This design comes from an exercise in tuning for small area, a short achievable clock period and few clock cycles per item on the open sky130 flow, not from production work. Function was checked by simulation only, so behaviour that the tests miss may differ from the original. Power figures rest on the tool's default switching activity, not on a simulated workload.

==> flow/design.v <==
`timescale 1ns/1ps
package dp_imm_pkg;
  typedef logic [64-1:0] word_t;
  typedef logic [31:0] inst_t;
  typedef logic [$clog2(32)-1:0] prn_t;   
  typedef logic [6-1:0] inst_id_t;   
endpackage
`timescale 1ns/1ps
module issue_fsm (
  input  logic                     fu,
  input  logic                     rst,
  input  logic                     issue,
  input  dp_imm_pkg::inst_t        inst,
  input  dp_imm_pkg::word_t        pc,
  input  dp_imm_pkg::prn_t         src_prn,
  input  dp_imm_pkg::prn_t         dst_prn,
  output logic                     ready,
  input  logic [32-1:0]   rf_valid_nxt,   
  output logic                     x_vld,
  output logic                     x_we,
  output dp_imm_pkg::prn_t         x_dst,
  output logic [3:0]               x_hs,      
  output logic [15:0]              x_imm,
  output logic                     x_fwd,     
  output logic                     x_adr,     
  output logic [32-1:0]   x_sel,     
  output dp_imm_pkg::word_t        x_pc,
  output logic [32:0]              x_off
);
  localparam logic [8:0] MOVK_OP = 9'b111100101;   
  localparam logic [8:0] MOVZ_OP = 9'b110100101;
  localparam logic [4:0] ADR_OP  = 5'b10000;       
  logic        accept;
  logic        is_movk, is_movz, is_adr, is_adrp;
  logic [20:0] imm21;
  logic        fwd;
  assign ready  = 1'b1;
  assign accept = issue && !rst;
  assign is_movk = (inst[31:23] == MOVK_OP);
  assign is_movz = (inst[31:23] == MOVZ_OP);
  assign is_adr  = (inst[28:24] == ADR_OP);
  assign is_adrp = is_adr && inst[31];
  assign imm21   = {inst[23:5], inst[30:29]};
  assign fwd = is_movk && x_vld && x_we && (src_prn == x_dst);
  always_ff @(posedge fu) begin
    if (rst)
      x_vld <= 1'b0;
    else
      x_vld <= accept;
  end
  always_ff @(posedge fu) begin
    if (accept) begin
      x_we  <= is_movk || is_movz || is_adr;
      x_dst <= dst_prn;
      x_hs  <= (is_movk || is_movz) ? (4'b0001 << inst[22:21]) : 4'b0000;
      x_imm <= inst[20:5];
      x_fwd <= fwd;
      x_adr <= is_adr;
      x_pc  <= is_adrp ? {pc[64-1:12], 12'b0} : pc;
      x_off <= is_adrp ? {imm21, 12'b0} : {{12{imm21[20]}}, imm21};
      for (int i = 0; i < 32; i++)
        x_sel[i] <= is_movk && !fwd && (src_prn == i) && rf_valid_nxt[i];
    end
  end
endmodule
`timescale 1ns/1ps
module inst_id_counter (
  input  logic                  fu,
  input  logic                  rst,
  input  logic                  done,
  output dp_imm_pkg::inst_id_t  done_id,
  output logic [15:0]           retired
);
  always_ff @(posedge fu) begin
    if (rst) begin
      done_id <= '0;
      retired <= '0;
    end else if (done) begin
      done_id <= done_id + 1'b1;   
      if (retired != '1)
        retired <= retired + 1'b1;   
    end
  end
endmodule
`timescale 1ns/1ps
module phys_reg_file (
  input  logic                     fu,
  input  logic                     rst,
  input  logic [32-1:0]   rd_sel,
  output dp_imm_pkg::word_t        rd_data,
  input  logic                     wr_en,
  input  dp_imm_pkg::prn_t         wr_prn,
  input  dp_imm_pkg::word_t        wr_data,
  output logic [32-1:0]   valid_nxt
);
  logic [32-1:0][64-1:0] regs;
  logic [32-1:0]               valid;
  logic [32-1:0]               wen;
  always_comb begin
    for (int i = 0; i < 32; i++)
      wen[i] = wr_en && (wr_prn == i);
  end
  assign valid_nxt = valid | wen;
  always_ff @(posedge fu) begin
    if (rst)
      valid <= '0;
    else
      valid <= valid_nxt;
  end
  always_ff @(posedge fu) begin
    for (int i = 0; i < 32; i++)
      if (wen[i])
        regs[i] <= wr_data;
  end
  always_comb begin
    rd_data = '0;
    for (int i = 0; i < 32; i++)
      rd_data = rd_data | ({64{rd_sel[i]}} & regs[i]);
  end
endmodule
`timescale 1ns/1ps
module dp_imm_fu (
  input  logic                     fu,
  input  logic                     rst,
  input  logic                     x_vld,
  input  logic                     x_we,
  input  dp_imm_pkg::prn_t         x_dst,
  input  logic [3:0]               x_hs,
  input  logic [15:0]              x_imm,
  input  logic                     x_fwd,
  input  logic                     x_adr,
  input  dp_imm_pkg::word_t        x_pc,
  input  logic [32:0]              x_off,
  input  dp_imm_pkg::word_t        rf_data,    
  output logic                     done,
  output dp_imm_pkg::prn_t         done_prn,
  output logic                     done_we,
  output dp_imm_pkg::word_t        done_data
);
  dp_imm_pkg::word_t sum;
  dp_imm_pkg::word_t opnd;
  dp_imm_pkg::word_t result;
  assign sum  = x_pc + {{(64-33){x_off[32]}}, x_off};
  assign opnd = rf_data | ({64{x_fwd}} & done_data) | ({64{x_adr}} & sum);
  always_comb begin
    for (int h = 0; h < 4; h++)
      result[16*h +: 16] = x_hs[h] ? x_imm : opnd[16*h +: 16];
  end
  always_ff @(posedge fu) begin
    if (rst)
      done <= 1'b0;
    else
      done <= x_vld;
  end
  always_ff @(posedge fu) begin
    if (x_vld) begin
      done_prn  <= x_dst;
      done_we   <= x_we;
      done_data <= result;
    end
  end
endmodule
`timescale 1ns/1ps
module dp_imm_slice (
  input  logic                  fu,
  input  logic                  rst,
  input  logic                  issue,
  input  dp_imm_pkg::inst_t     inst,
  input  dp_imm_pkg::word_t     pc,
  input  dp_imm_pkg::prn_t      src_prn,
  input  dp_imm_pkg::prn_t      dst_prn,
  output logic                  ready,
  output logic                  done,
  output dp_imm_pkg::inst_id_t  done_id,
  output dp_imm_pkg::prn_t      done_prn,
  output logic                  done_we,
  output dp_imm_pkg::word_t     done_data,
  output logic [15:0]           retired
);
  logic                    x_vld;
  logic                    x_we;
  dp_imm_pkg::prn_t        x_dst;
  logic [3:0]              x_hs;
  logic [15:0]             x_imm;
  logic                    x_fwd;
  logic                    x_adr;
  logic [32-1:0]  x_sel;
  dp_imm_pkg::word_t       x_pc;
  logic [32:0]             x_off;
  logic [32-1:0]  rf_valid_nxt;
  dp_imm_pkg::word_t       rf_data;
  issue_fsm issue_fsm_inst (
    .fu(fu), .rst(rst), .issue(issue), .inst(inst), .pc(pc),
    .src_prn(src_prn), .dst_prn(dst_prn), .ready(ready),
    .rf_valid_nxt(rf_valid_nxt),
    .x_vld(x_vld), .x_we(x_we), .x_dst(x_dst), .x_hs(x_hs), .x_imm(x_imm),
    .x_fwd(x_fwd), .x_adr(x_adr), .x_sel(x_sel), .x_pc(x_pc), .x_off(x_off)
  );
  phys_reg_file phys_reg_file_inst (
    .fu(fu), .rst(rst), .rd_sel(x_sel), .rd_data(rf_data),
    .wr_en(done && done_we), .wr_prn(done_prn), .wr_data(done_data),
    .valid_nxt(rf_valid_nxt)
  );
  dp_imm_fu dp_imm_fu_inst (
    .fu(fu), .rst(rst), .x_vld(x_vld), .x_we(x_we), .x_dst(x_dst),
    .x_hs(x_hs), .x_imm(x_imm), .x_fwd(x_fwd), .x_adr(x_adr), .x_pc(x_pc),
    .x_off(x_off), .rf_data(rf_data), .done(done), .done_prn(done_prn),
    .done_we(done_we), .done_data(done_data)
  );
  inst_id_counter inst_id_counter_inst (
    .fu(fu), .rst(rst), .done(done), .done_id(done_id), .retired(retired)
  );
endmodule
==> flow/run.sh <==
#!/bin/bash
# synth_recipe.tcl (not shown) runs the flow's synth.tcl, then flattens the netlist and writes it again
# the make line also repeats each setting of config.mk as NAME=value (left out here)
make -C /OpenROAD-flow-scripts/flow DESIGN_CONFIG=/design/flow/config.mk WORK_HOME=/design/flow/orfs CLKGATE_MAP_FILE= SYNTH_SCRIPT=/design/flow/synth_recipe.tcl finish
==> flow/config.mk <==
export PLATFORM = sky130hd
export DESIGN_NAME = dp_imm_slice
export DESIGN_NICKNAME = dp_imm_slice
export VERILOG_FILES = /design/flow/design.v
export SDC_FILE = /design/flow/constraint.sdc
export NUM_CORES = 4
export LEC_CHECK = 0
export CAP_MARGIN = 20
export CORE_MARGIN = 2
export CORE_UTILIZATION = 45
export SLEW_MARGIN = 20
==> flow/constraint.sdc <==
create_clock -name core_clock -period 5.0 [get_ports {fu}]
set_input_delay 1.0000 -clock core_clock [delete_from_list [all_inputs] [get_ports {fu}]]
set_output_delay 1.0000 -clock core_clock [all_outputs]
set_load 0.01 [all_outputs]
==> results of run 1 <==
worst min-delay path: stages, from the launching register on:
cell and delay, ns:
sky130_fd_sc_hd__dfxtp_1 0.31, sky130_fd_sc_hd__nor2_1 0.05, sky130_fd_sc_hd__nor2_1 0.07
cells by family (layout without fill, tap and decap cells):
family          count (synthesis)  after routing  share of synthesized area [%]
simple gates                  762            762                           4.41
compound gates               1455           1455                           12.7
other cells                     1              3                        0.00430
buf+inv                       338            912                           1.53
fa+ha+maj                      66             66                          0.956
xor+xnor                       72             72                          0.723
flops                        2331           2331                           79.6
mux                             2              2                         0.0244
cells in the mapped netlist, types with 62 or more instances:
| cell | n | area [sq um] |
|---|---|---|
| sky130_fd_sc_hd__a21oi_1 | 214 | 1070 |
| sky130_fd_sc_hd__nor2_1 | 165 | 619 |
| sky130_fd_sc_hd__nor3_1 | 100 | 500 |
| sky130_fd_sc_hd__a221oi_1 | 264 | 2310 |
| sky130_fd_sc_hd__ha_1 | 65 | 813 |
| sky130_fd_sc_hd__clkbuf_1 | 203 | 762 |
| sky130_fd_sc_hd__a22o_1 | 263 | 2300 |
| sky130_fd_sc_hd__edfxtp_1 | 2275 | 68300 |
| sky130_fd_sc_hd__nand3_1 | 123 | 616 |
| sky130_fd_sc_hd__a22oi_1 | 501 | 3760 |
| sky130_fd_sc_hd__nand4_1 | 169 | 1060 |
| sky130_fd_sc_hd__nand2_1 | 104 | 390 |
| sky130_fd_sc_hd__buf_1 | 88 | 330 |
| sky130_fd_sc_hd__a21o_1 | 62 | 465 |
through the flow:
| step | power (mW) | utilization (%) | worst slack [ns] |
|---|---|---|---|
| 2_1_floorplan | 23.1 | - | 0.680 |
| 3_3_place_gp | 24.5 | 48.9 | 1.03 |
| 3_5_place_dp | 24.5 | 48.9 | 1.02 |
| 4_1_cts | 40.9 | 52.6 | 1.05 |
| 5_1_grt | 41.8 | 52.7 | 0.737 |
| 6_report | 40.9 | 52.7 | 0.959 |
path summary, 6_finish.rpt:
| path | depth (start not counted) | endpoint | start |
|---|---|---|---|
| hold / removal | 2 | phys_reg_file_inst.valid[4] | phys_reg_file_inst.valid[4] |
| setup / recovery | 11 | dp_imm_fu_inst.done_data[62] | issue_fsm_inst.x_off[32] |
| hold reg to reg | 2 | phys_reg_file_inst.valid[4] | phys_reg_file_inst.valid[4] |
| setup reg to reg | 11 | dp_imm_fu_inst.done_data[62] | issue_fsm_inst.x_off[32] |
power groups by stage:
| stage | logic (mW) | clock network, mW | registers, mW |
|---|---|---|---|
| after detailed placement | 2.38 | 0 | 22.1 |
| after global placement | 2.37 | 0 | 22.1 |
| after CTS | 2.40 | 16.8 | 21.7 |
| final | 2.51 | 16.7 | 21.7 |
| after floorplan | 0.989 | 0 | 22.1 |
| after global routing | 2.57 | 17.5 | 21.7 |
sequential cells by signal, summed over array words and instances (netlist names), 6 cells and up:
register and count:
issue_fsm_inst.x_imm 16, inst_id_counter_inst.done_id 6, issue_fsm_inst.x_pc 64, dp_imm_fu_inst.done_data 64
inst_id_counter_inst.retired 16, phys_reg_file_inst.regs 2048, issue_fsm_inst.x_sel 32, phys_reg_file_inst.valid 32
issue_fsm_inst.x_off 33
per-layer routing:
| metal | routed length, microns | GRT usage (%) | vias to the layer above |
|---|---|---|---|
| met5 | 182 | 0 | - |
| met4 | 14100 | 12.1 | 22 |
| met3 | 46200 | 9.39 | 693 |
| met2 | 144000 | 48.2 | 4408 |
| met1 | 117000 | 43.6 | 28900 |
| li1 | - | - | 21700 |
final cells by class:
| type | count | area [sq um] | area share (%) |
|---|---|---|---|
| Sequential cell | 2331 | 69400 | 68.5 |
| Multi-Input combinational cell | 2358 | 16700 | 16.5 |
| Clock buffer | 279 | 5860 | 5.78 |
| Timing Repair Buffer | 463 | 4810 | 4.75 |
| Tap cell | 2526 | 3160 | 3.12 |
| Clock inverter | 137 | 1280 | 1.26 |
| Inverter | 33 | 124 | 0.122 |
| Antenna cell | 2 | 5.00 | 0.00493 |
==> flow_results.org, run 1 <==
** STA
- Tmin final :: 4.04 ns
- Timing-limited maximum frequency :: 247 MHz
- Setup repair after global routing left no endpoint under its margin.
- Final cycle utilization of the critical path :: roughly 80%
- Adding up every negative setup slack in the final design gives 0 ns.
- Max Slew Vio Count :: 0
- Measured slew at the worst slew-check pin :: 1.30 ns
- Headroom to the max-slew limit came out at 13.2%.
- Final number of setup-violating endpoints :: 0
- Final Hold Violating Endpoints :: 0
- For the final database, setup skew stands at 0.0820 ns.
- Worst-case hold slack :: 0.454 ns

** Pwr
- For this design the static power due to leakage is about 32 nW.
- Switch share :: 23.2%
- Across the VDD grid, the largest voltage drop is around 0.4 mV.
- The internal portion of the total power is 31.5 mW.
- Pwr Density :: a little over 400 mW/mm^2
- Clock share of power :: between 40% and 50%
- Combinational group share of total power :: 6.1%
- Sequential share of power :: between 50% and 60%
- Switching power of the nets :: 9.48 mW

** Min path
- Worst hold path type :: flop to flop

** Routing
- In the final routed layout, each cell accounts on average for 39.5 microns.
- DRC errors left :: 0
- DRT antenna net count :: 0
- The final route contains 55800 vias.
- For this run, the detailed router's first-pass iteration total came to 6.
- Routed wire length :: 321000 microns
- Detail-routed via count per cell :: slightly below 7
- After the first detailed-routing iteration, the DRC count stood at 10000.

** Placement
- After detailed placement, the design holds a cell count of 7704.
- Summing all placed instances gives a cell area of around 0.094 sq mm.
- Routability-driven placement finished with a final weighted congestion of 0.879.
- In this run the tool buffered the top-level ports with 196 buffer cells.
- HPWL Detailed :: between 150000 and 200000 microns

** Flow run
- Across the run, the number of max-cap violations was 0.

** Yosys
- In the synthesized netlist, the number of instances is 5027.
- The synthesized netlist contains 90 unique library cells.
- For this run, the number of Yosys warnings is 4.
- The synthesized design contains 2331 register bits.
- In this run, synthesis inferred about 2300 flip-flops with an integrated enable.
- After synthesis, the mean cell area works out to 17.3 sq um.
- The mapped netlist covers 0.0872 sq mm.
- Of all flip-flops after synthesis, the portion carrying an async set or reset was 0%.
- The most used flip-flop cell after synthesis is sky130_fd_sc_hd__edfxtp_1.
- When the netlist entered floorplanning its net count stood at 5202.
- Sequential-to-total area share from yosys stat :: between 70% and 80%

** CTS
- The clock drives 2331 sinks.
- After clock tree synthesis, the clock-pin slew on the worst setup and hold paths is around 0.06 ns.
- Post-CTS Hold Buffers :: 0
- Setup bufs post-CTS :: 0
- Clock latency (worst-skew pair) :: about 0.89 ns
- Clock buffer depth :: 3
- TritonCTS Buffers :: 225
- The H-tree generated during clock tree synthesis spans 4 levels.
- The root buffer cell chosen for the clock tree is sky130_fd_sc_hd__clkbuf_16.
- TritonCTS built the clock tree.
- Post-CTS Resized :: 0

** Floorplan
- The floorplan has 161 rows.
- Die H :: 444 microns
- DIE AREA :: 0.197 sq mm
- The die is approximately 440 microns wide.
- The initial utilization of the core area, before any placement, comes to 45.3%.
- In this run the count of I/O pins placed on the die edge is 203.
- Area of the core region :: 0.193 sq mm

** Cells and area
- After the last flow step, the layout net total stands at 5587.
- The library cells used most frequently in the layout, excluding fill and tap cells, are sky130_fd_sc_hd__edfxtp_1, sky130_fd_sc_hd__a22oi_1, sky130_fd_sc_hd__a221oi_1, sky130_fd_sc_hd__a22o_1, sky130_fd_sc_hd__clkbuf_16.
- The finished cells cover 0.101 sq mm.
- The post-route netlist has 11.5% of its cells at a drive strength greater than 1.
- Relative to the synthesized area, the layout overhead comes to 16.3%.
- Excluding fillers, the count of instances in the completed layout stands at 8129.
- Filler instances :: approximately 15000
- Most common library cell in the layout ignoring fill and taps :: sky130_fd_sc_hd__edfxtp_1

** Critical path
- Max stage delay cell, worst path :: sky130_fd_sc_hd__xnor2_1
- The worst setup path is of the flop to flop kind.
- In this run the register-to-register setup slack is 0.96 ns.
- Crit path capture type :: flop
- Delay of the slowest cell on the worst path :: about 0.87 ns
- Required arrival time at the worst endpoint :: 5.75 ns
- Counting stages on the worst path, the most repeated cell is sky130_fd_sc_hd__a21oi_1.
- Crit path launch type :: flop
- The kind of cell with the highest combined delay along the critical path is compound AO/OA/AOI/OAI gates.
- In this run the worst path has a maximum fanout of 8.
- Critical Path AT :: roughly 4.8 ns
- Combined buffer and inverter count along the critical path :: 0
- Cell-by-cell listing of the critical path :: ha_1, nand4_1, nor2_1, nand4b_1, o32ai_2, o21bai_2, o221ai_2, a31oi_1, xnor2_1, a21oi_1, a21oi_1

** GRT
- Tot GR Track Use :: between 30% and 40%
- Grt ovf :: 0
- The first global-routing pass estimated approximately 430000 microns of wire.
- Entering global routing, the biggest net connects 93 pins.
- Initial antenna violation count :: 15
- The number of global-route vias before repair is 51800.

** Status
- The run finished with no timing, DRC or antenna violations.
Testbench counts, summed over its fixed seeds: cycles 12,016, items 12,000.
==> run 2, diff against run 1 <==
--- a/flow/design.v
+++ b/flow/design.v
@@ -22,3 +22,2 @@
   output logic [3:0]               x_hs,      
-  output logic [15:0]              x_imm,
   output logic                     x_fwd,     
@@ -27,3 +26,3 @@
   output dp_imm_pkg::word_t        x_pc,
-  output logic [32:0]              x_off
+  output logic [32:0]              x_off      
 );
@@ -51,3 +50,3 @@
   always_ff @(posedge fu) begin
-    if (accept) begin
+    begin
       x_we  <= is_movk || is_movz || is_adr;
@@ -55,3 +54,2 @@
       x_hs  <= (is_movk || is_movz) ? (4'b0001 << inst[22:21]) : 4'b0000;
-      x_imm <= inst[20:5];
       x_fwd <= fwd;
@@ -128,3 +126,2 @@
   input  logic [3:0]               x_hs,
-  input  logic [15:0]              x_imm,
   input  logic                     x_fwd,
@@ -146,3 +143,3 @@
     for (int h = 0; h < 4; h++)
-      result[16*h +: 16] = x_hs[h] ? x_imm : opnd[16*h +: 16];
+      result[16*h +: 16] = x_hs[h] ? x_off[17:2] : opnd[16*h +: 16];
   end
@@ -155,3 +152,3 @@
   always_ff @(posedge fu) begin
-    if (x_vld) begin
+    begin
       done_prn  <= x_dst;
@@ -183,3 +180,2 @@
   logic [3:0]              x_hs;
-  logic [15:0]             x_imm;
   logic                    x_fwd;
@@ -195,3 +191,3 @@
     .rf_valid_nxt(rf_valid_nxt),
-    .x_vld(x_vld), .x_we(x_we), .x_dst(x_dst), .x_hs(x_hs), .x_imm(x_imm),
+    .x_vld(x_vld), .x_we(x_we), .x_dst(x_dst), .x_hs(x_hs),
     .x_fwd(x_fwd), .x_adr(x_adr), .x_sel(x_sel), .x_pc(x_pc), .x_off(x_off)
@@ -205,3 +201,3 @@
     .fu(fu), .rst(rst), .x_vld(x_vld), .x_we(x_we), .x_dst(x_dst),
-    .x_hs(x_hs), .x_imm(x_imm), .x_fwd(x_fwd), .x_adr(x_adr), .x_pc(x_pc),
+    .x_hs(x_hs), .x_fwd(x_fwd), .x_adr(x_adr), .x_pc(x_pc),
     .x_off(x_off), .rf_data(rf_data), .done(done), .done_prn(done_prn),
--- a/flow/config.mk
+++ b/flow/config.mk
@@ -9,3 +9,4 @@
 export CORE_MARGIN = 2
-export CORE_UTILIZATION = 45
+export CORE_UTILIZATION = 65
+export SETUP_SLACK_MARGIN = 2.6
 export SLEW_MARGIN = 20
==> run 2 against run 1 <==
Clock power decreased by 3%. Cell count decreased by 5.8%. Largest power group unchanged. Highest routed layer unchanged. Register-to-register slack improved by 0.90 ns. Still clean on timing, DRC and antenna. Critical path depth unchanged. Worst hold slack got worse by 0.098 ns. Sequential power decreased by 4%. Die area decreased by 33%. Sequential share of layout area decreased by 3.6 points. Flip-flop and latch count decreased by 16. Via count increased by 5.5%. Core utilization increased by 27 points. Wire length increased by 2.6%.
==> flow_results.org, run 2 <==
** Status
- Status :: finished clean

** CTS
- Clock transition at the registers of the reported paths :: 0.07 ns (about the same)
- Clock root cell :: sky130_fd_sc_hd__clkbuf_16
- The CTS buffer count is 216 (-4.0%).
- The deepest level of the CTS H-tree came to 4 (unchanged).
- Clock tree from TritonCTS :: built
- The hold buffer count at cts came to 0 (unchanged).
- Clock latency (worst-skew pair) :: 0.85 ns (-0.04 ns)
- # clock sinks :: 2315 (-0.69%)
- Clock buffer depth :: 3 (unchanged)

** Placement
- The final RePlAce weighted congestion was 0.937 (+6.6%).
- The count of input and output buffers was 196 (unchanged).
- Setup Slack @ Placement :: 1.29 ns (+0.269 ns)
- Dpl cell area :: 0.0905 sq mm (-3.9%)
- HPWL Detailed :: 170000 microns (-3.2%)
- Total placed cells including tap cells :: 6917 (-10%)

** Routing
- Wirelength per Cell :: 43.1 microns (+9.0%)
- The DRC violation total after the first TritonRoute iteration was 12900 (+28%).
- Detailed route wirelength on metal3 :: 56000 microns (+21%)
- The first-pass iteration count of the detailed router is 9 (+3).
- The post-detailed-route via-to-cell ratio came to 7.69 (+12%).
- The final antenna-violating net count is 0 (unchanged).
- Routed wire length :: 330000 microns (+2.6%)
- The DRC violation count after routing came to 0 (unchanged).
- Met2 wire len :: 141000 microns (-2.1%)
- The via total after detailed routing was 58800 (+5.5%).
- Uppermost routed layer :: met5
- The post-route met1 wirelength came to 104000 microns (-11%).

** Critical path
- On the critical path, the stage with the largest delay is an instance of sky130_fd_sc_hd__or4b_4.
- Setup Crit Path Kind :: flop to flop
- Reg-to-Reg End :: dp_imm_fu_inst.done_data[63]
- The critical path goes through ha_4, nand2_2, o31ai_2, nand2_1, o31a_1, a31o_4, o311ai_4, o21ai_2, or4b_4, and3_4, nor3_2.
- The delay of the slowest cell on the worst path is 0.56 ns (-0.31 ns).
- Critical Path AT :: 3.92 ns (-0.87 ns)
- Maximum fanout along the worst path :: 4 (-4)
- The worst setup path is launched from a flop.
- The buffer and inverter count on the worst path was 0 (unchanged).
- The endpoint required time on the critical path was 5.77 ns (+0.02 ns).
- The worst setup slack for register-to-register paths came to 1.86 ns (+0.90 ns).
- The worst setup path is captured at a flop.
- The cell count of the worst reg-to-reg path came to 11 (unchanged).
- Worst R2R Start :: issue_fsm_inst.x_off[17]
- Cell type group with the largest total delay on the critical path :: compound AO/OA/AOI/OAI gates

** STA
- The worst-margin pin slew is 1.20 ns (-0.0998 ns).
- The achievable clock frequency was 318 MHz (+29%).
- Unrepaired setup endpoints after global routing :: yes
- The count of final max-slew check failures came to 0 (unchanged).
- The final number of hold-violating endpoints was 0 (unchanged).
- Slew headroom :: 20.1% (+6.9 points)
- The time the worst path needs with I/O delays and setup is 3.14 ns (-0.897 ns).
- Layout Skew :: 0.0331 ns (-0.0489 ns)
- Setup slack after layout :: 1.86 ns (+0.897 ns)
- Final cycle utilization of the critical path :: 62.9% (-18 points)
- Worst-case hold slack :: 0.356 ns (-0.0979 ns)
- Sum of negative setup slack :: 0 ns (unchanged)
- Final number of setup-violating endpoints :: 0 (unchanged)

** Pwr
- Switch share :: 21.3% (-1.8 points)
- Combinational group share of total power :: 4.4% (-1.7 points)
- Sequential share of power :: 53.9% (+0.9 points)
- The leakage dissipation came to 39.2 nW (+21%).
- Internal power summed over all cells :: 30.5 mW (-3.1%)
- Clock share of power :: 41.7% (+0.9 points)
- The power density relative to cell area was 374 mW/mm^2 (-7.4%).
- VDD IR max :: 0.412 mV (+3.6%)
- The total net switching power came to 8.26 mW (-13%).
- The total power is 38.7 mW (-5.4%).

** Yosys
- Average cell area after synthesis :: 16.8 sq um (-3.3%)
- The share of flip-flops with an asynchronous set or reset came to 0% (unchanged).
- The count of synthesis-stage warnings from yosys came to 4 (unchanged).
- Sequential-to-total area share from yosys stat :: 79.1% (-0.49 points)
- Cells taking the most area after synthesis :: sky130_fd_sc_hd__edfxtp_1, sky130_fd_sc_hd__dfxtp_1, sky130_fd_sc_hd__a22oi_1
- The portion of synthesized cell area occupied by the leading cell type is 72.8% (-5.5 points).
- Post-synth EDFFs :: 2048 (-10%)
- The post-synthesis cell type count was 68 (-24%).
- Commonest cells post-synth :: sky130_fd_sc_hd__edfxtp_1, sky130_fd_sc_hd__a22oi_1, sky130_fd_sc_hd__dfxtp_1
- Dominant cell type by area after synthesis :: sky130_fd_sc_hd__edfxtp_1
- By instance count, the leading cell after synthesis is sky130_fd_sc_hd__edfxtp_1.
- Synthesized instance count :: 5033 (+0.12%)
- The post-synth design cell area is 0.0845 sq mm (-3.1%).
- The post-synthesis net count was 5208 (+0.12%).
- Most used flip-flop cell after synthesis :: sky130_fd_sc_hd__edfxtp_1
- The register bit count reported by yosys came to 2315 (-0.69%).

** Cells and area
- The share of post-route cells with drive strength above 1 came to 23.2% (+12 points).
- phys_reg_file_inst.regs holds more flip-flops than any other register.
- Final Cell Area :: 0.104 sq mm (+2.2%)
- Area growth from synthesis to layout :: 22.7%
- Most common library cell in the layout ignoring fill and taps :: sky130_fd_sc_hd__edfxtp_1
- Fin util :: 80.1% (+27 points)
- In the layout the commonest cells are sky130_fd_sc_hd__edfxtp_1, sky130_fd_sc_hd__a22oi_1, sky130_fd_sc_hd__buf_4, sky130_fd_sc_hd__a22o_1, sky130_fd_sc_hd__a221oi_1.
- Largest registers :: phys_reg_file_inst.regs x2048, dp_imm_fu_inst.done_data x64, issue_fsm_inst.x_pc x64
- The number of flip-flops under the largest register name is 2048 (unchanged).
- The total number of nets in the final design was 5889 (+5.4%).
- Final Non-Filler Cells :: 7655 (-5.8%)

** GRT
- Via count of the first global-routing pass :: 54800 (+5.9%)
- The initial antenna violation count was 19 (+4).
- The wire length of the first global-routing pass was 442000 microns (+2.2%).
- The global-route usage over all layers was 49.5% (+18 points).
- Grt ovf :: 0 (unchanged)
- Maximum number of pins on one net before global-route repair :: 66 (-29%)

** Floorplan
- The placeable core area was 0.129 sq mm (-33%).
- The die width was 364 microns (-18%).
- DIE AREA :: 0.133 sq mm (-33%)
- Standard-cell rows :: 132 (-18%)
- The count of pins on the block boundary is 203 (unchanged).
- Die H :: 364 microns (-18%)
- Initial core utilization :: 65.3% (+20 points)

** Min path
- For hold timing, the worst endpoint is dp_imm_fu_inst.done_prn[1].
- Worst hold path type :: flop to flop
- Startpoint of the lowest-slack hold path :: issue_fsm_inst.x_dst[1]
- Cell depth of the worst min-delay path :: 0 (-2)

** Flow run
- Max-cap check violation count :: 0 (unchanged)
-- run 2: worst max-delay path by stage --
stage | startpoint | end | slack (ns) | cells past startpoint
after floorplan | issue_fsm_inst.x_off[16] | dp_imm_fu_inst.done_data[63] | 2.30 | 12
after global placement | issue_fsm_inst.x_off[16] | dp_imm_fu_inst.done_data[47] | 1.32 | 11
after detailed placement | issue_fsm_inst.x_off[16] | dp_imm_fu_inst.done_data[47] | 1.29 | 11
after CTS | issue_fsm_inst.x_pc[0] | dp_imm_fu_inst.done_data[54] | 1.87 | 13
after global routing | issue_fsm_inst.x_off[17] | dp_imm_fu_inst.done_data[63] | 1.77 | 11
final | issue_fsm_inst.x_off[17] | dp_imm_fu_inst.done_data[63] | 1.86 | 11
-- run 2: logic make-up (layout without fill, tap and decap cells) --
logic type,after synthesis,after routing,synth area share [%]
AND/OR/NAND/NOR,785,785,4.71
other,1,13,0.00444
flip-flops,2315,2315,79.1
multiplexers,4,4,0.0474
AO/OA/AOI/OAI,1468,1468,13.0
XOR/XNOR,66,66,0.684
buffers and inverters,328,1196,1.47
adder cells (fa/ha/maj),66,66,0.987
-- run 2: per-layer routing --
metal	global-route usage, %	vias up
li1	-	22100
met1	63.7	28900
met2	70.5	6388
met3	17.2	1385
met4	35.9	24
met5	0	-
-- run 2: power by group through the flow --
stage | Combinational (mW) | Sequential [mW] | Clock, mW
2_1_floorplan | 0.528 | 21.4 | 0
3_3_place_gp | 1.17 | 21.3 | 0
3_5_place_dp | 1.17 | 21.3 | 0
4_1_cts | 1.55 | 20.9 | 16.0
5_1_grt | 1.74 | 20.9 | 16.8
6_report | 1.72 | 20.9 | 16.2
-- run 2: cell type report --
class,count,area [sq um]
fillers,6863,25700
clock buffers,267,5750
inverters,36,139
repair buffers,755,8650
multi-input cells,2390,18500
well taps,1742,2180
flip-flops and latches,2315,67300
clock inverters,138,1130
diodes,12,30.0
-- run 2: repair_timing --
item	CTS	global route
setup buffers	232	49
cloned	40	0
setup endpoints to repair	1271	147
pin swaps	83	73
resized for setup	980	110
Testbench counts of run 2, summed over its fixed seeds: cycles 12,016, items 12,000.
==> run 3, diff against run 2 <==
--- a/flow/config.mk
+++ b/flow/config.mk
@@ -9,3 +9,3 @@
 export CORE_MARGIN = 2
-export CORE_UTILIZATION = 65
+export CORE_UTILIZATION = 45
 export SETUP_SLACK_MARGIN = 2.6
==> run 3 against run 2 <==
Largest cell class unchanged. Worst setup slack got worse by 0.12 ns. Critical path type unchanged. Sequential power about the same. Register-to-register slack got worse by 0.12 ns. Synthesized cell count unchanged. Worst hold slack improved by 0.0042 ns. Critical path depth decreased by 2. Count of clock-buffer cells in the layout increased by 32. Core utilization decreased by 23 points. Non-clock buffer count increased by 25. Clock power increased by 4%.
==> flow_results.org, run 3 <==
** CTS
- The hold buffer count at cts was 0 (unchanged).
- TritonCTS Buffers :: 223 (+3.2%)
- The tree is rooted in a sky130_fd_sc_hd__clkbuf_16.
- TritonCTS built the clock tree.
- # clock sinks :: 2315 (unchanged)
- H-Tree Level Count :: 4 (unchanged)
- Clock latency (worst-skew pair) :: 0.90 ns (+0.05 ns)
- The clock slew seen by the registers of the worst setup and hold paths came to 0.06 ns (about the same).
- The number of buffers between clock root and the deepest sink was 3 (unchanged).

** Critical path
- In this run the worst setup path terminates at dp_imm_fu_inst.done_data[48].
- The endpoint required time on the critical path is 5.77 ns (about the same).
- The worst setup path is captured at a flop.
- The worst setup slack for register-to-register paths is 1.74 ns (-0.12 ns).
- The endpoint identified for the worst register-to-register timing path is dp_imm_fu_inst.done_data[48].
- Worst R2R Path Depth :: 9 (-2)
- Worst R2R Start :: issue_fsm_inst.x_off[21]
- Maximum fanout along the worst path :: 6 (+2)
- Critical Path AT :: 4.03 ns (+0.11 ns)
- The setup path with the least slack is of type flop to flop.
- Launch point of the critical path :: issue_fsm_inst.x_off[21]
- The worst setup path is launched from a flop.

** Cells and area
- Area used by sequential logic in the layout :: 0.0673 sq mm (about the same)
- Leaving out fill and tap cells, the most frequent cell in the layout is sky130_fd_sc_hd__edfxtp_1.
- Filler instances :: 14300 (+110%)
- Commonest cells after routing, fill and taps aside :: sky130_fd_sc_hd__edfxtp_1, sky130_fd_sc_hd__a22oi_1, sky130_fd_sc_hd__buf_4, sky130_fd_sc_hd__a22o_1, sky130_fd_sc_hd__a221oi_1
- Fraction of final layout cells sized beyond drive strength 1 :: 24.7% (+1.5 points)
- The total area of multi-input combinational cells was 0.0189 sq mm (+2.0%).
- The number of flip-flops under the largest register name was 2048 (unchanged).
- The largest registers in the layout are phys_reg_file_inst.regs x2048, dp_imm_fu_inst.done_data x64, issue_fsm_inst.x_pc x64.
- Reg with most FFs :: phys_reg_file_inst.regs
- Area growth from synthesis to layout :: 25.7%
- Final-stage net count :: 5921 (+0.54%)

** GRT
- Global-route wire length before repair :: 458000 microns (+3.7%)
- Initial antenna violation count :: 19 (unchanged)
- Maximum number of pins on one net before global-route repair :: 66 (unchanged)
- The global-route usage over all layers is 35.1% (-14 points).
- The global-route congestion overflow total was 0 (unchanged).
- Via count of the first global-routing pass :: 53800 (-1.8%)

** Yosys
- Average cell area after synthesis :: 16.8 sq um (unchanged)
- The share of flip-flops with an asynchronous set or reset came to 0% (unchanged).
- The post-synth design cell area was 0.0845 sq mm (unchanged).
- Cells taking the most area after synthesis :: sky130_fd_sc_hd__edfxtp_1, sky130_fd_sc_hd__dfxtp_1, sky130_fd_sc_hd__a22oi_1
- For this run, the leading register cell type out of synthesis is sky130_fd_sc_hd__edfxtp_1.
- The synthesized netlist cell count came to 5033 (unchanged).
- Post-synth net total :: 5208 (unchanged)
- Sorting the synthesized cells by how often they occur yields sky130_fd_sc_hd__edfxtp_1, sky130_fd_sc_hd__a22oi_1, sky130_fd_sc_hd__dfxtp_1.
- Post-synth EDFFs :: 2048 (unchanged)
- The count of synthesis-stage warnings from yosys came to 4 (unchanged).
- The portion of synthesized cell area occupied by the leading cell type came to 72.8% (unchanged).
- Sequential-to-total area share from yosys stat :: 79.1% (unchanged)
- sky130_fd_sc_hd__edfxtp_1 takes more of the synthesized area than any other cell.
- The register bit count reported by yosys came to 2315 (unchanged).
- Cell with the most instances after synthesis :: sky130_fd_sc_hd__edfxtp_1
- Count of different cell masters after synthesis :: 68 (unchanged)

** Pwr
- LEAKAGE :: 39.8 nW (+1.5%)
- The maximum ir drop on the vdd rail came to 0.333 mV (-19%).
- Total power consumption of the routed design :: 39.5 mW (+2.0%)
- Pwr Density :: 372 mW/mm^2 (-0.47%)

** Floorplan
- The placeable core area was 0.187 sq mm (+45%).
- The floorplan die height came to 437 microns (+20%).
- The overall die area is 0.191 sq mm (+44%).
- Die width :: 437 microns (+20%)
- Num ports :: 203 (unchanged)
- Initial core utilization :: 45.1% (-20 points)
- The site row count was 159 (+20%).

** STA
- Timing-limited maximum frequency :: 307 MHz (-3.6%)
- Measured slew at the worst slew-check pin :: 1.04 ns (-0.162 ns)
- The period utilization was 65.2% (+2.3 points).
- Layout Skew :: 0.0465 ns (+0.0134 ns)
- Setup repair after global routing could not meet its margin everywhere.
- Sum of negative setup slack :: 0 ns (unchanged)
- The final number of hold-violating endpoints came to 0 (unchanged).
- Tmin final :: 3.26 ns (+0.116 ns)
- Max Slew Vio Count :: 0 (unchanged)
- The count of final setup violators came to 0 (unchanged).
- Slew headroom :: 30.9% (+11 points)

** Placement
- Final Wtd Congestion :: 0.891 (-4.9%)
- HPWL Detailed :: 178000 microns (+4.9%)
- The count of input and output buffers is 196 (unchanged).

** Min path
- Worst hold path type :: flop to flop

** Status
- Status :: finished clean

** Routing
- Number of DRC markers after the initial detailed-route iteration :: 11700 (-8.6%)
- Vias :: 58000 (-1.4%)
- Wirelength per Cell :: 40.9 microns (-5.1%)
- Routed wire length :: 346000 microns (+4.8%)
- DRC errors left :: 0 (unchanged)
- DRT antenna net count :: 0 (unchanged)
- The first-pass iteration count of the detailed router was 9 (unchanged).
- The post-detailed-route via-to-cell ratio was 6.87 (-11%).

** Flow run
- The total of max-cap violations was 0 (unchanged).
## run 3: cell counts after synthesis
No cell type changed its count.
## run 3: routing by layer
metal  global-route usage (%)  share of wire (%)
met3                     9.18                 14
met4                     19.9                6.4
met1                     46.4                 35
met5                        0              0.047
met2                     52.7                 44
## run 3: through the flow
step | utilization (%) | std cells | hold WS [ns] | cell area, sq um | worst slack (ns)
final | 56.7 | 8448 | 0.360 | 106000 | 1.74
after global routing | 56.7 | 8440 | 0.370 | 106000 | 1.74
after CTS | 56.0 | 8370 | 0.358 | 105000 | 1.89
after detailed placement | 48.8 | 7660 | 0.359 | 91400 | 1.45
after global placement | 48.8 | 7658 | 0.367 | 91400 | 1.41
after floorplan | - | 5033 | 0.331 | 85100 | 2.30
## run 3: repair_timing
item | 4_1_cts | 5_1_grt
hold endpoints to repair | 0 | 0
resized for setup | 1139 | 127
endpoints found under the setup margin | 993 | 171
setup buffers | 238 | 68
cloned | 48 | 2
pin swaps | 126 | 69
## run 3: worst min path at each step
stage | startpoint | end | slack (ns) | cells after the start
6_report | issue_fsm_inst.x_dst[2] | dp_imm_fu_inst.done_prn[2] | 0.36 | 0
5_1_grt | issue_fsm_inst.x_dst[2] | dp_imm_fu_inst.done_prn[2] | 0.37 | 0
2_1_floorplan | issue_fsm_inst.x_dst[1] | dp_imm_fu_inst.done_prn[1] | 0.33 | 0
3_3_place_gp | issue_fsm_inst.x_dst[4] | dp_imm_fu_inst.done_prn[4] | 0.37 | 0
4_1_cts | issue_fsm_inst.x_dst[1] | dp_imm_fu_inst.done_prn[1] | 0.36 | 0
3_5_place_dp | issue_fsm_inst.x_dst[1] | dp_imm_fu_inst.done_prn[1] | 0.36 | 0
## run 3: area by class of cell
class                           count  share of cell area (%)
Sequential cell                  2315                    63.4
Multi-Input combinational cell   2390                    17.8
Timing Repair Buffer              780                    8.91
Clock buffer                      299                    5.74
Tap cell                         2495                    2.94
Clock inverter                    125                    1.13
Inverter                           36                   0.131
Antenna cell                        8                  0.0189
## run 3: kinds of logic (layout without fill, tap and decap cells)
kind of cell / after synthesis / after routing / synth area share (%)
DFF: 2315 / 2315 / 79.1
AOI/OAI and AO/OA: 1468 / 1468 / 13.0
and+or+nand+nor: 785 / 785 / 4.71
buffers and inverters: 328 / 1240 / 1.47
adders and majority gates: 66 / 66 / 0.987
xor gates and xnor gates: 66 / 66 / 0.684
muxes: 4 / 4 / 0.0474
other: 1 / 9 / 0.00444
## run 3: critical path, cell delays in order, from the launching register on
cell	delay, ns
sky130_fd_sc_hd__dfxtp_1	0.30
sky130_fd_sc_hd__ha_1	0.46
sky130_fd_sc_hd__nand4_1	0.23
sky130_fd_sc_hd__or3_4	0.45
sky130_fd_sc_hd__a211oi_4	0.40
sky130_fd_sc_hd__o211ai_1	0.19
sky130_fd_sc_hd__a21oi_1	0.25
sky130_fd_sc_hd__nor3_1	0.07
sky130_fd_sc_hd__nand3b_1	0.52
sky130_fd_sc_hd__a22oi_2	0.28
## run 3: power by group
part / switching (mW) / leakage (nW) / total (mW) / internal, mW
Sequential: 0.0598 / 25.3 / 20.9 / 20.8
Combinational: 1.05 / 10.8 / 1.77 / 0.713
Clock: 7.58 / 3.58 / 16.9 / 9.29
Total: 8.69 / 39.8 / 39.5 / 30.8
==> run 4, diff against run 3 <==
--- a/flow/design.v
+++ b/flow/design.v
@@ -25,4 +25,4 @@
   output logic [32-1:0]   x_sel,     
-  output dp_imm_pkg::word_t        x_pc,
-  output logic [32:0]              x_off      
+  output logic [15:0]              x_imm,
+  output dp_imm_pkg::word_t        x_sum      
 );
@@ -35,2 +35,5 @@
   logic        fwd;
+  dp_imm_pkg::word_t base;
+  logic [32:0] off;
+  dp_imm_pkg::word_t sum;
   assign ready  = 1'b1;
@@ -42,2 +45,7 @@
   assign imm21   = {inst[23:5], inst[30:29]};
+  assign base = is_adrp ? {pc[64-1:12], 12'b0} : pc;
+  assign off  = is_adrp ? {imm21, 12'b0} : {{12{imm21[20]}}, imm21};
+  prefix_add64 adder (
+    .a(base), .b({{(64-33){off[32]}}, off}), .s(sum)
+  );
   assign fwd = is_movk && x_vld && x_we && (src_prn == x_dst);
@@ -56,4 +64,4 @@
       x_adr <= is_adr;
-      x_pc  <= is_adrp ? {pc[64-1:12], 12'b0} : pc;
-      x_off <= is_adrp ? {imm21, 12'b0} : {{12{imm21[20]}}, imm21};
+      x_imm <= inst[20:5];
+      x_sum <= sum;
       for (int i = 0; i < 32; i++)
@@ -62,2 +70,24 @@
   end
+endmodule
+module prefix_add64 (
+  input  logic [63:0] a,
+  input  logic [63:0] b,
+  output logic [63:0] s
+);
+  logic [63:0] g [7];
+  logic [63:0] p [7];
+  assign g[0] = a & b;
+  assign p[0] = a ^ b;
+  for (genvar k = 0; k < 6; k++) begin : level
+    for (genvar i = 0; i < 64; i++) begin : bit_
+      if (i >= (1 << k)) begin : merge
+        assign g[k+1][i] = g[k][i] | (p[k][i] & g[k][i - (1 << k)]);
+        assign p[k+1][i] = p[k][i] & p[k][i - (1 << k)];
+      end else begin : pass
+        assign g[k+1][i] = g[k][i];
+        assign p[k+1][i] = p[k][i];
+      end
+    end
+  end
+  assign s = p[0] ^ {g[6][62:0], 1'b0};
 endmodule
@@ -128,4 +158,4 @@
   input  logic                     x_adr,
-  input  dp_imm_pkg::word_t        x_pc,
-  input  logic [32:0]              x_off,
+  input  logic [15:0]              x_imm,
+  input  dp_imm_pkg::word_t        x_sum,
   input  dp_imm_pkg::word_t        rf_data,    
@@ -136,10 +166,8 @@
 );
-  dp_imm_pkg::word_t sum;
   dp_imm_pkg::word_t opnd;
   dp_imm_pkg::word_t result;
-  assign sum  = x_pc + {{(64-33){x_off[32]}}, x_off};
-  assign opnd = rf_data | ({64{x_fwd}} & done_data) | ({64{x_adr}} & sum);
+  assign opnd = rf_data | ({64{x_fwd}} & done_data) | ({64{x_adr}} & x_sum);
   always_comb begin
     for (int h = 0; h < 4; h++)
-      result[16*h +: 16] = x_hs[h] ? x_off[17:2] : opnd[16*h +: 16];
+      result[16*h +: 16] = x_hs[h] ? x_imm : opnd[16*h +: 16];
   end
@@ -183,4 +211,4 @@
   logic [32-1:0]  x_sel;
-  dp_imm_pkg::word_t       x_pc;
-  logic [32:0]             x_off;
+  logic [15:0]             x_imm;
+  dp_imm_pkg::word_t       x_sum;
   logic [32-1:0]  rf_valid_nxt;
@@ -192,3 +220,3 @@
     .x_vld(x_vld), .x_we(x_we), .x_dst(x_dst), .x_hs(x_hs),
-    .x_fwd(x_fwd), .x_adr(x_adr), .x_sel(x_sel), .x_pc(x_pc), .x_off(x_off)
+    .x_fwd(x_fwd), .x_adr(x_adr), .x_sel(x_sel), .x_imm(x_imm), .x_sum(x_sum)
   );
@@ -201,4 +229,4 @@
     .fu(fu), .rst(rst), .x_vld(x_vld), .x_we(x_we), .x_dst(x_dst),
-    .x_hs(x_hs), .x_fwd(x_fwd), .x_adr(x_adr), .x_pc(x_pc),
-    .x_off(x_off), .rf_data(rf_data), .done(done), .done_prn(done_prn),
+    .x_hs(x_hs), .x_fwd(x_fwd), .x_adr(x_adr), .x_imm(x_imm),
+    .x_sum(x_sum), .rf_data(rf_data), .done(done), .done_prn(done_prn),
     .done_we(done_we), .done_data(done_data)
--- a/flow/config.mk
+++ b/flow/config.mk
@@ -9,4 +9,4 @@
 export CORE_MARGIN = 2
-export CORE_UTILIZATION = 45
-export SETUP_SLACK_MARGIN = 2.6
+export CORE_UTILIZATION = 60
+export SETUP_SLACK_MARGIN = 2.5
 export SLEW_MARGIN = 20
==> run 4 against run 3 <==
Global-route usage up 8.5 points. Final area shrank 4.7%. Die area down 26%. Clock skew decreased by 0.016 ns. Critical path type is now input pin to flop. Largest power group unchanged.
==> flow_results.org, run 4 <==
** Critical path
- The delay of the slowest cell on the worst path was 0.29 ns (-0.23 ns).
- The critical path in this run is classified as input pin to flop.
- Critical Path AT :: 4.59 ns (+0.56 ns)
- Cell-by-cell listing of the critical path :: buf_6, nor4b_4, nand2_2, or2_4, and2_4, a21o_1, ha_4, and3_1, and4_4, and2_1, a221oi_2, nand2_1, a41o_1, a21o_1, a31o_4, a221oi_4, o41ai_2, xor2_1
- Cell type group with the largest total delay on the critical path :: compound AO/OA/AOI/OAI gates
- The largest fanout of any net on the critical path was 6 (unchanged).
- By instance count, the cell type seen most on the critical path is sky130_fd_sc_hd__a21o_1.
- Worst R2R Start :: issue_fsm_inst.x_sel[15]
- Worst R2R Path Depth :: 6 (-3)
- Combined buffer and inverter count along the critical path :: 1 (+1)
- The worst setup slack for register-to-register paths came to 2.41 ns (+0.67 ns).
- STA classifies the critical path endpoint as a flop.
- Crit path launch type :: input pin
- Max stage delay cell, worst path :: sky130_fd_sc_hd__or2_4
- The endpoint identified for the worst register-to-register timing path is dp_imm_fu_inst.done_data[58].
- Required arrival time at the worst endpoint :: 5.72 ns (-0.05 ns)

** CTS
- The number of buffers between clock root and the deepest sink was 3 (unchanged).
- The hold buffer count at cts was 0 (unchanged).
- The number of sinks driven by the clock tree came to 2298 (-0.73%).
- The CTS buffer count came to 217 (-2.7%).
- The deepest level of the CTS H-tree is 4 (unchanged).
- Clock latency (worst-skew pair) :: 0.86 ns (-0.04 ns)
- The clock slew seen by the registers of the worst setup and hold paths came to 0.06 ns (about the same).
- Clock tree from TritonCTS :: built
- Clock root cell :: sky130_fd_sc_hd__clkbuf_16

** GRT
- The global-route congestion overflow total came to 0 (unchanged).
- The wire length of the first global-routing pass came to 420000 microns (-8.2%).
- The maximum number of pins on one net before global-route repair came to 66 (unchanged).
- Via count of the first global-routing pass :: 52600 (-2.4%)
- The global-route usage over all layers is 43.6% (+8.5 points).
- Initial antenna violation count :: 17 (-2)

** Floorplan
- The overall die area was 0.142 sq mm (-26%).
- The count of pins on the block boundary was 203 (unchanged).
- Die H :: 377 microns (-14%)
- The placeable core area is 0.139 sq mm (-26%).
- The effective utilization at floorplan is 60.2% (+15 points).
- Standard-cell rows :: 137 (-14%)
- The die width came to 377 microns (-14%).

** Placement
- Port Buffer Count :: 196 (unchanged)
- Final Wtd Congestion :: 0.893 (+0.27%)
- HPWL Detailed :: 154000 microns (-13%)
- Setup Slack @ Placement :: -0.355 ns (-1.80 ns)

** Yosys
- Yosys attributes the largest share of cell area to sky130_fd_sc_hd__edfxtp_1, sky130_fd_sc_hd__dfxtp_1, sky130_fd_sc_hd__a221oi_1.
- Top cell type's share of synthesized area :: 73.5% (+0.72 points)
- Post-synth net total :: 5014 (-3.7%)
- The register bit count reported by yosys is 2298 (-0.73%).
- Cell area after technology mapping :: 0.0836 sq mm (-0.98%)
- Async set-reset flop share out of synthesis :: 0% (unchanged)
- Count of different cell masters after synthesis :: 62 (-8.8%)
- Among all cell types in the netlist, the one instantiated most often is sky130_fd_sc_hd__edfxtp_1.
- Most used flip-flop cell after synthesis :: sky130_fd_sc_hd__edfxtp_1
- Dominant cell type by area after synthesis :: sky130_fd_sc_hd__edfxtp_1
- Post-synth EDFFs :: 2048 (unchanged)
- The synthesized netlist cell count came to 4839 (-3.9%).
- Average cell area after synthesis :: 17.3 sq um (+3.0%)
- Commonest cells post-synth :: sky130_fd_sc_hd__edfxtp_1, sky130_fd_sc_hd__a221oi_1, sky130_fd_sc_hd__a22o_1, sky130_fd_sc_hd__a22oi_1, sky130_fd_sc_hd__dfxtp_1
- Count of synthesis-stage warnings from yosys :: 7 (+3)
- Sequential-to-total area share from yosys stat :: 79.5% (+0.37 points)

** STA
- The summed negative setup slack over all endpoints was 0 ns (unchanged).
- Worst-case hold slack :: 0.355 ns (-0.00511 ns)
- The achievable clock frequency was 258 MHz (-16%).
- The setup clock skew after layout was 0.0303 ns (-0.0163 ns).
- Setup slack after layout :: 1.13 ns (-0.611 ns)
- The worst-margin pin slew came to 1.26 ns (+0.219 ns).
- Final Hold Violating Endpoints :: 0 (unchanged)
- Tmin final :: 3.87 ns (+0.611 ns)
- Slew headroom :: 16.3% (-15 points)
- The count of final setup violators was 0 (unchanged).
- Max Slew Vio Count :: 0 (unchanged)
- Setup repair after global routing could not meet its margin everywhere.
- Final cycle utilization of the critical path :: 77.4% (+12 points)

** Routing
- DRT antenna net count :: 0 (unchanged)
- Number of DRC markers after the initial detailed-route iteration :: 10600 (-9.8%)
- The via total after detailed routing is 56100 (-3.3%).
- Wirelength per Cell :: 41.6 microns (+1.6%)
- Routed wire length :: 313000 microns (-9.4%)
- DRT Pass-1 Iters :: 9 (unchanged)
- The DRC violation count after routing is 0 (unchanged).
- Detail-routed via count per cell :: 7.44 (+8.3%)

** Cells and area
- The top cell types in the final layout, fill and taps aside, are sky130_fd_sc_hd__edfxtp_1, sky130_fd_sc_hd__buf_4, sky130_fd_sc_hd__a22oi_1, sky130_fd_sc_hd__a22o_1, sky130_fd_sc_hd__a221oi_1.
- Flip-flop count of the largest register, all copies and words added :: 2048 (unchanged)
- phys_reg_file_inst.regs holds more flip-flops than any other register.
- The total number of nets in the final design was 5631 (-4.9%).
- From synthesis to final layout, the design area changed by 21.0%.
- The layout filler cell count came to 8652 (-39%).
- Most common library cell in the layout ignoring fill and taps :: sky130_fd_sc_hd__edfxtp_1
- Fraction of final layout cells sized beyond drive strength 1 :: 21.7% (-3.0 points)
- Largest registers :: phys_reg_file_inst.regs x2048, dp_imm_fu_inst.done_data x64, issue_fsm_inst.x_sum x64

** Flow run
- The total of max-cap violations was 0 (unchanged).

** Min path
- The min-delay analysis places its worst path in the category flop to flop.
- Startpoint of the lowest-slack hold path :: issue_fsm_inst.x_dst[4]
- Hold-critical path endpoint :: dp_imm_fu_inst.done_prn[4]
- Cell depth of the worst min-delay path :: 0 (unchanged)

** Pwr
- VDD IR max :: 0.334 mV (+0.51%)
- The leakage dissipation was 38.1 nW (-4.2%).
- Pwr Density :: 386 mW/mm^2 (+3.8%)

** Status
- The run finished with no timing, DRC or antenna violations.
-- run 4: cell type report --
cell class                 count  area [sq um]  share of cell area (%)
sequential                  2298         66800                    66.0
multi-input combinational   2213         17300                    17.1
timing repair buffer         690          7410                    7.32
clock buffer                 322          6210                    6.13
tap                         1876          2350                    2.32
clock inverter                91           977                   0.965
inverter                      36           135                   0.133
antenna                       11          27.5                  0.0272
-- run 4: worst register-to-register path, stage by stage, from the launching register on --
cell and delay (ns):
sky130_fd_sc_hd__dfxtp_4 0.89, sky130_fd_sc_hd__buf_4 0.83, sky130_fd_sc_hd__a22o_1 0.34, sky130_fd_sc_hd__a221oi_1 0.05
sky130_fd_sc_hd__nand4_1 0.19, sky130_fd_sc_hd__nor3_1 0.07, sky130_fd_sc_hd__a21oi_1 0.12
-- run 4: how the worst max path moves through the flow --
stage,start,to,slack [ns],cells after the start
floorplan,inst[24],issue_fsm_inst.x_sum[60],0.33,20
global placement,inst[24],issue_fsm_inst.x_sum[60],-0.34,19
detailed placement,inst[24],issue_fsm_inst.x_sum[60],-0.36,19
CTS,inst[27],issue_fsm_inst.x_sum[60],1.15,19
global route,inst[27],issue_fsm_inst.x_sum[51],1.03,18
finish,inst[27],issue_fsm_inst.x_sum[60],1.13,18
-- run 4: power by group --
part | leakage, nW | internal (mW) | switching [mW] | total [mW]
logic | 9.42 | 0.684 | 0.794 | 1.48
registers | 25.2 | 20.8 | 0.351 | 21.1
clock network | 3.50 | 9.26 | 7.22 | 16.5
-- run 4: metrics by stage --
stage	util, %	cell area [sq um]	total power [mW]	instances
after floorplan	-	84200	21.8	4839
after CTS	72.4	101000	38.9	7504
after detailed placement	65.0	90300	22.7	6918
after global routing	72.8	101000	39.8	7526
final	72.8	101000	39.1	7537
after global placement	64.9	90200	22.7	6915
-- run 4: routing by layer --
layer	vias to the layer above	wire, microns	GRT usage (%)
li1	21500	-	-
met1	28500	109000	60.6
met2	5205	138000	64.2
met3	885	50900	13.2
met4	22	15800	19.0
met5	-	158	0
-- run 4: logic make-up after synthesis --
family | after synthesis | synth area share [%]
buffers and inverters | 332 | 1.50
adder cells (fa/ha/maj) | 66 | 0.996
XOR/XNOR | 83 | 0.869
AO/OA/AOI/OAI | 1397 | 13.0
multiplexers | 2 | 0.0239
other | 1 | 0.00448
flip-flops | 2298 | 79.5
AND/OR/NAND/NOR | 660 | 4.07
-- run 4: timing repair --
item	4_1_cts	5_1_grt
endpoints found under the setup margin	1099	140
setup buffers	141	21
pin swaps	103	68
gates resized for setup	737	90
cloned	32	1
Testbench counts of run 4, summed over its fixed seeds: cycles 12,016, items 12,000.
==> run 5, diff against run 4 <==
--- a/flow/config.mk
+++ b/flow/config.mk
@@ -10,2 +10,4 @@
 export CORE_UTILIZATION = 60
+export CTS_CLUSTER_DIAMETER = 100
+export CTS_CLUSTER_SIZE = 30
 export SETUP_SLACK_MARGIN = 2.5
==> run 5 against run 4 <==
Still clean on timing, DRC and antenna. Via count down 2.3%. Combinational power about the same. Wire length fell by 1.7%. Area after synthesis unchanged. Clock power shrank 45%. First-iteration DRC count is 2.4% higher. Critical path depth rose by 2. Flip-flop and latch count did not move. Count of clock-buffer cells in the layout shrank 170. Final area fell by 4.7%. Sequential power about the same. Worst hold slack gained 0.0070 ns. Critical path type unchanged.
==> flow_results.org, run 5 <==
** Pwr
- The leakage dissipation was 35.8 nW (-6.1%).
- The maximum ir drop on the vdd rail came to 0.246 mV (-26%).
- The power density relative to cell area is 328 mW/mm^2 (-15%).

** Critical path
- The largest individual stage delay along the critical path comes from the cell sky130_fd_sc_hd__a41o_1.
- Setup slack on the worst flop-to-flop path :: 2.44 ns (+0.03 ns)
- Cell-by-cell listing of the critical path :: buf_6, nor4b_4, nand2_2, or2_4, buf_12, and2_4, ha_4, inv_2, fa_2, nor2b_2, o21ai_2, a211oi_4, o31ai_4, nand2b_1, a41o_1, a21o_1, a31o_4, a221oi_4, o41ai_2, xor2_1
- Combined buffer and inverter count along the critical path :: 3 (+2)
- The largest fanout of any net on the critical path came to 4 (-2).
- The startpoint identified for the worst register-to-register timing path is issue_fsm_inst.x_sel[15].
- Number of gates on the worst path with buffers counted :: 20 (+2)
- The kind of cell with the highest combined delay along the critical path is compound AO/OA/AOI/OAI gates.
- Launch point of the critical path :: inst[27]
- Setup Crit Path Kind :: input pin to flop
- The cell count of the worst reg-to-reg path came to 5 (-1).
- The worst setup path is launched from an input pin.
- Delay of the slowest cell on the worst path :: 0.31 ns (+0.02 ns)
- Required arrival time at the worst endpoint :: 5.63 ns (-0.09 ns)
- The arrival time at the worst endpoint was 4.57 ns (-0.02 ns).
- Crit path capture type :: flop

** Cells and area
- Compared with the post-synthesis result, the final layout area differs by 15.3%.
- Largest registers :: phys_reg_file_inst.regs x2048, dp_imm_fu_inst.done_data x64, issue_fsm_inst.x_sum x64
- Reg with most FFs :: phys_reg_file_inst.regs
- Commonest cells after routing, fill and taps aside :: sky130_fd_sc_hd__edfxtp_1, sky130_fd_sc_hd__buf_4, sky130_fd_sc_hd__a22oi_1, sky130_fd_sc_hd__a22o_1, sky130_fd_sc_hd__a221oi_1
- Fin util :: 69.4% (-3.4 points)
- Flip-flop count of the largest register, all copies and words added :: 2048 (unchanged)
- The final design instance area without fill is 0.0965 sq mm (-4.7%).
- The share of post-route cells with drive strength above 1 is 17.7% (-4.0 points).
- Final Non-Filler Cells :: 7261 (-3.7%)
- The library cell used most frequently in the layout, excluding fill and tap cells, is sky130_fd_sc_hd__edfxtp_1.
- The total number of nets in the final design is 5476 (-2.8%).

** Min path
- The cell count of the worst hold path came to 0 (unchanged).
- Worst hold path type :: flop to flop
- Startpoint of the lowest-slack hold path :: issue_fsm_inst.x_dst[4]

** Yosys
- Total of flip-flops plus latches after synthesis :: 2298 (unchanged)
- In the post-synthesis netlist, the biggest area contributors are sky130_fd_sc_hd__edfxtp_1, sky130_fd_sc_hd__dfxtp_1, sky130_fd_sc_hd__a221oi_1.
- Top cell type's share of synthesized area :: 73.5% (unchanged)
- The synthesized netlist cell count came to 4839 (unchanged).
- In the post-synthesis netlist, the cell with the most instances is sky130_fd_sc_hd__edfxtp_1.
- The count of synthesis-stage warnings from yosys came to 7 (unchanged).
- Most used flip-flop cell after synthesis :: sky130_fd_sc_hd__edfxtp_1
- The post-synthesis net count is 5014 (unchanged).
- The mean instance size in the synthesized netlist was 17.3 sq um (unchanged).
- Dominant cell type by area after synthesis :: sky130_fd_sc_hd__edfxtp_1
- Count of different cell masters after synthesis :: 62 (unchanged)
- Post-synth EDFFs :: 2048 (unchanged)
- Cell area after technology mapping :: 0.0836 sq mm (unchanged)
- The share of flip-flops with an asynchronous set or reset came to 0% (unchanged).
- The sequential-to-total area share from yosys stat was 79.5% (unchanged).
- Sorting the synthesized cells by how often they occur yields sky130_fd_sc_hd__edfxtp_1, sky130_fd_sc_hd__a221oi_1, sky130_fd_sc_hd__a22o_1, sky130_fd_sc_hd__a22oi_1, sky130_fd_sc_hd__dfxtp_1.

** STA
- Max Slew Vio Count :: 0 (unchanged)
- Slew headroom :: 18.1% (+1.8 points)
- Unrepaired setup endpoints after global routing :: yes
- Final Hold Violating Endpoints :: 0 (unchanged)
- Layout Skew :: 0.0387 ns (+0.00847 ns)
- The worst-margin pin slew came to 1.23 ns (-0.0277 ns).
- Timing-limited maximum frequency :: 253 MHz (-2.0%)
- The time the worst path needs with I/O delays and setup was 3.95 ns (+0.0788 ns).
- The count of final setup violators was 0 (unchanged).
- The period utilization is 79.0% (+1.6 points).

** Floorplan
- Area of the core region :: 0.139 sq mm (unchanged)
- DIE AREA :: 0.142 sq mm (unchanged)
- The site row count is 137 (unchanged).
- Initial core utilization :: 60.2% (unchanged)
- Num ports :: 203 (unchanged)
- The floorplan die height is 377 microns (unchanged).
- The die width came to 377 microns (unchanged).

** GRT
- Grt ovf :: 0 (unchanged)
- The initial antenna violation count was 18 (+1).
- The wire length of the first global-routing pass is 413000 microns (-1.7%).
- Tot GR Track Use :: 42.8% (-0.78 points)
- The maximum number of pins on one net before global-route repair is 66 (unchanged).
- Via count of the first global-routing pass :: 51100 (-2.9%)

** CTS
- Post-CTS Hold Buffers :: 0 (unchanged)
- The number of buffers between clock root and the deepest sink came to 3 (unchanged).
- The tree is rooted in a sky130_fd_sc_hd__clkbuf_16.
- The number of sinks driven by the clock tree was 2298 (unchanged).
- The clock slew seen by the registers of the worst setup and hold paths was 0.11 ns (+0.05 ns).
- The deepest level of the CTS H-tree is 3 (-1).
- Clock tree from TritonCTS :: built
- TritonCTS Buffers :: 86 (-60%)
- Clock latency (worst-skew pair) :: 0.77 ns (-0.09 ns)

** Placement
- The HPWL reported at the end of detailed placement came to 154000 microns (unchanged).
- The count of input and output buffers was 196 (unchanged).
- The final RePlAce weighted congestion was 0.893 (unchanged).
- Total placed cells including tap cells :: 6918 (unchanged)
- The post-detailed-placement cell area came to 0.0903 sq mm (unchanged).

** Routing
- The final antenna-violating net count was 0 (unchanged).
- The first-pass iteration count of the detailed router was 8 (-1).
- Routed wire length :: 308000 microns (-1.7%)
- The via total after detailed routing is 54800 (-2.3%).
- The post-detailed-route via-to-cell ratio is 7.55 (+1.4%).
- The DRC violation total after the first TritonRoute iteration came to 10800 (+2.4%).
- Wirelength per Cell :: 42.4 microns (+2.0%)
- The DRC violation count after routing was 0 (unchanged).

** Status
- Status :: finished clean

** Flow run
- The total of max-cap violations is 0 (unchanged).
run 5: cell counts after synthesis:
Identical to the previous run, type by type.
run 5: final timing paths:
| kind | endpoint |
|---|---|
| worst max-delay path | issue_fsm_inst.x_sum[60] |
| worst min-delay path | dp_imm_fu_inst.done_prn[4] |
| worst max register to register | dp_imm_fu_inst.done_data[36] |
| worst min register to register | dp_imm_fu_inst.done_prn[4] |
run 5: kinds of logic after synthesis:
kind of cell | count (synthesis) | share of synthesized area [%]
DFF | 2298 | 79.5
AOI/OAI and AO/OA | 1397 | 13.0
and+or+nand+nor | 660 | 4.07
buffers and inverters | 332 | 1.50
xor gates and xnor gates | 83 | 0.869
adders and majority gates | 66 | 0.996
muxes | 2 | 0.0239
other | 1 | 0.00448
run 5: what timing repair did:
item / in CTS / in global routing
pin swaps: 103 / 94
cloned: 29 / 1
buffers inserted: 119 / 22
resized for setup: 580 / 117
setup endpoints to repair: 1078 / 153
run 5: stage by stage:
step	worst slack [ns]	power [mW]	setup TNS, ns	hold WS [ns]
3_3_place_gp	-0.341	22.7	-2.09	0.343
6_report	1.05	31.7	0	0.362
3_5_place_dp	-0.355	22.7	-2.28	0.348
4_1_cts	1.04	31.5	0	0.363
2_1_floorplan	0.328	21.8	0	0.331
5_1_grt	0.910	32.3	0	0.372
run 5: power by group:
part	total [mW]	switching, mW	internal (mW)
Sequential	21.1	0.349	20.8
Clock	9.08	5.65	3.43
Combinational	1.49	0.796	0.698
Total	31.7	6.79	24.9
run 5: per-layer routing:
layer  vias up  GRT usage, %  part of all wire (%)  routed length (microns)
met5         -             0                 0.066                      204
met4        28          18.2                   5.1                    15600
met3       793          12.1                    16                    48300
met2      4895          63.4                    44                   136000
met1     28100          60.1                    35                   108000
li1      21000             -                     -                        -
run 5: cell type report:
class	instances	area (sq um)
Sequential cell	2298	66800
Fill cell	9186	42500
Multi-Input combinational cell	2211	17400
Timing Repair Buffer	668	7240
Clock buffer	152	2460
Tap cell	1876	2350
Inverter	36	135
Clock inverter	6	58.8
Antenna cell	14	35.0

==> re-timing with driven ports <==
In the flow no input, the clock included, has a driving cell. The finished layouts below were timed again as built, in two steps.
Step 1 (the two cells are an assumption about what drives the block):
set clk [get_ports {fu}]
set_driving_cell -lib_cell sky130_fd_sc_hd__clkbuf_16 $clk
set_driving_cell -lib_cell sky130_fd_sc_hd__buf_2 [delete_from_list [all_inputs] $clk]
Step 2 also shifts input and output timing later by t, the mid clock arrival at the registers, as if the neighbouring blocks saw the same clock.
a / b / c = ideal ports / drivers / drivers and shift; a / b = the first two.
run	t (ns)	slack for setup (ns)	cell pins on the clock port's net
run 1	0.944	0.959 / 0.959 / 0.959	1
run 2	0.924	1.856 / 1.856 / 1.813	1
run 3	0.966	1.740 / 1.740 / 1.740	1
run 4	0.931	1.130 / 1.178 / 0.246	1
run 5	0.833	1.051 / 1.099 / 0.266	1
After both steps every run listed still meets setup and hold. For run 4, which loses most, drivers alone change the setup slack by +0.048 ns; drivers and shift together by -0.884 ns.
